What follows belongs to an exercise in optimizing a design on an open flow for small area, a short achievable clock period and few clock cycles per item; a production flow would make more cautious choices. The RTL was checked by simulation tests, not by an equivalence proof against the original design.

==> raven <==
Design llg_spin_euler_step, start of the top module:
module llg_spin_euler_step (
  input  logic                  clk_i,
  input  logic                  rst_ni,
  input  logic                  cfg_we_i,
  input  logic [CFG_IDX_W-1:0]  cfg_index_i,
  input  logic [31:0]           cfg_data_i,
  input  logic                  req_valid_i,
  output logic                  req_ready_o,
  input  logic                  req_type_i,
  input  logic signed [31:0]    req_load_x_i,
  input  logic signed [31:0]    req_load_y_i,
  input  logic signed [31:0]    req_load_z_i,
  output logic                  rsp_valid_o,
  input  logic                  rsp_ready_i,
  output logic signed [31:0]    rsp_spin_out_x_o,
  output logic signed [31:0]    rsp_spin_out_y_o,
  output logic signed [31:0]    rsp_spin_out_z_o
);
  logic signed [31:0] hx_q, hy_q, hz_q;
  logic        [30:0] pref_q, damp_q;
  logic        [28:0] dt_q;
  logic signed [31:0] sx_q, sy_q, sz_q;
  logic signed [31:0] ax_q, ay_q, az_q;
  logic signed [31:0] tx_q, ty_q, tz_q;
  logic [6:0] ph_q, ph_d;
  logic       vld_q;
  logic       take, step_go, load_go;
  logic       sbx_own_q, sbx_oth_q, sbx_t_q;
  logic       sby_own_n, sby_oth_n, sby_t_n;
  logic       sbz_own_q, sbz_oth_q, sbz_t_q;
  logic       sa_h_q, sa_a_q, sa_d_q, sa_p_q, sa_dt_q;   
  logic       sl_t_q, sl_a_q, sl_s_q;               
  logic       sub_q;                                
  logic       cor_n_q;                              
  assign req_ready_o = ph_q[0] && (!vld_q || rsp_ready_i);
  assign take        = req_valid_i && req_ready_o;
  assign step_go     = take && req_type_i;
  assign load_go     = take && !req_type_i;
  always_comb begin
    ph_d    = '0;
    ph_d[0] = (ph_q[0] && !step_go) || ph_q[6];
    ph_d[1] = ph_q[0] && step_go;
    ph_d[2] = ph_q[1];
    ph_d[3] = ph_q[2];
    ph_d[4] = ph_q[3];
    ph_d[5] = ph_q[4];
    ph_d[6] = ph_q[5];
  end
  always_ff @(posedge clk_i or negedge rst_ni) begin
    if (!rst_ni) begin
      ph_q     <= 7'b0000001;
      vld_q    <= 1'b0;
      sbx_own_q <= 1'b1;
      sbx_oth_q <= 1'b0;
      sbx_t_q   <= 1'b0;
      sby_own_n <= 1'b0;
      sby_oth_n <= 1'b1;
      sby_t_n   <= 1'b1;
      sbz_own_q <= 1'b1;
      sbz_oth_q <= 1'b0;
      sbz_t_q   <= 1'b0;
  ...
export LEC_CHECK = 0
export CAP_MARGIN = 20
export CORE_MARGIN = 2
export CORE_UTILIZATION = 40
export PLACE_DENSITY = 0.6
export SETUP_SLACK_MARGIN = 1.0
export SLEW_MARGIN = 20
export SYNTH_HIERARCHICAL = 1
create_clock -name core_clock -period 12.0 [get_ports {clk_i}]
run.sh (not shown) runs the stock make flow with config.mk's settings and CLKGATE_MAP_FILE= SYNTH_SCRIPT=/design/flow/synth_recipe.tcl, a recipe that flattens the netlist after the stock synthesis.
==> cedar (differences from raven) <==
--- a/flow/config.mk
+++ b/flow/config.mk
@@ -5,10 +5,10 @@
 export SDC_FILE = /design/flow/constraint.sdc
 export NUM_CORES = 4
 export LEC_CHECK = 0
-export CAP_MARGIN = 20
+export CAP_MARGIN = 10
 export CORE_MARGIN = 2
 export CORE_UTILIZATION = 40
 export PLACE_DENSITY = 0.6
-export SETUP_SLACK_MARGIN = 1.0
-export SLEW_MARGIN = 20
+export SETUP_SLACK_MARGIN = 1.5
+export SLEW_MARGIN = 10
 export SYNTH_HIERARCHICAL = 1
==> metrics.md <==
| Metric | Value |
|---|---|
| DR iter-0 viols | 15,250 |
| Status | no timing/DRC/antenna violations |
| Critical Path End | sx_q[6] |
| Crit path from | sx_q[7] |
| Post-route core utilization | 44.41% |
| Global-route met2 utilization | 49.80% |
Source of the figures above: cedar

==> metrics.md <==
| Metric | Value |
|---|---|
| Status | no timing/DRC/antenna violations |
| DR iter-0 viols | 15,450 |
| Crit path from | sx_q[17] |
| Critical Path End | sy_q[21] |
| Post-route core utilization | 43.98% |
| Global-route met2 utilization | approximately 49% |
Source of the figures above: raven

Testbench counts of raven, summed over its fixed seeds: cycles 31,570, items 4,862.
Testbench counts of cedar, summed over its fixed seeds: cycles 31,570, items 4,862.

what the ideal ports hide:
No port has a modelled driver above. Below, the same layouts with a new extraction and two added sets of constraints. Step 1 (the two cells are an assumption about what drives the block):
set clk [get_ports {clk_i}]
set_driving_cell -lib_cell sky130_fd_sc_hd__clkbuf_16 $clk
set_driving_cell -lib_cell sky130_fd_sc_hd__buf_2 [delete_from_list [all_inputs] $clk]
Step 2 also shifts input and output timing later by t, the mid clock arrival at the registers, as if the neighbouring blocks saw the same clock. Three values: no drivers, after step 1, after step 2; two values: the first two.
run	shift t [ns]	setup WS [ns]	worst hold slack (ns)
raven	0.774	1.045 / 1.045 / 1.045	0.385 / 0.385 / 0.385
cedar	0.787	1.431 / 1.431 / 1.431	0.440 / 0.440 / 0.440
After both steps setup and hold are still met in every run listed.
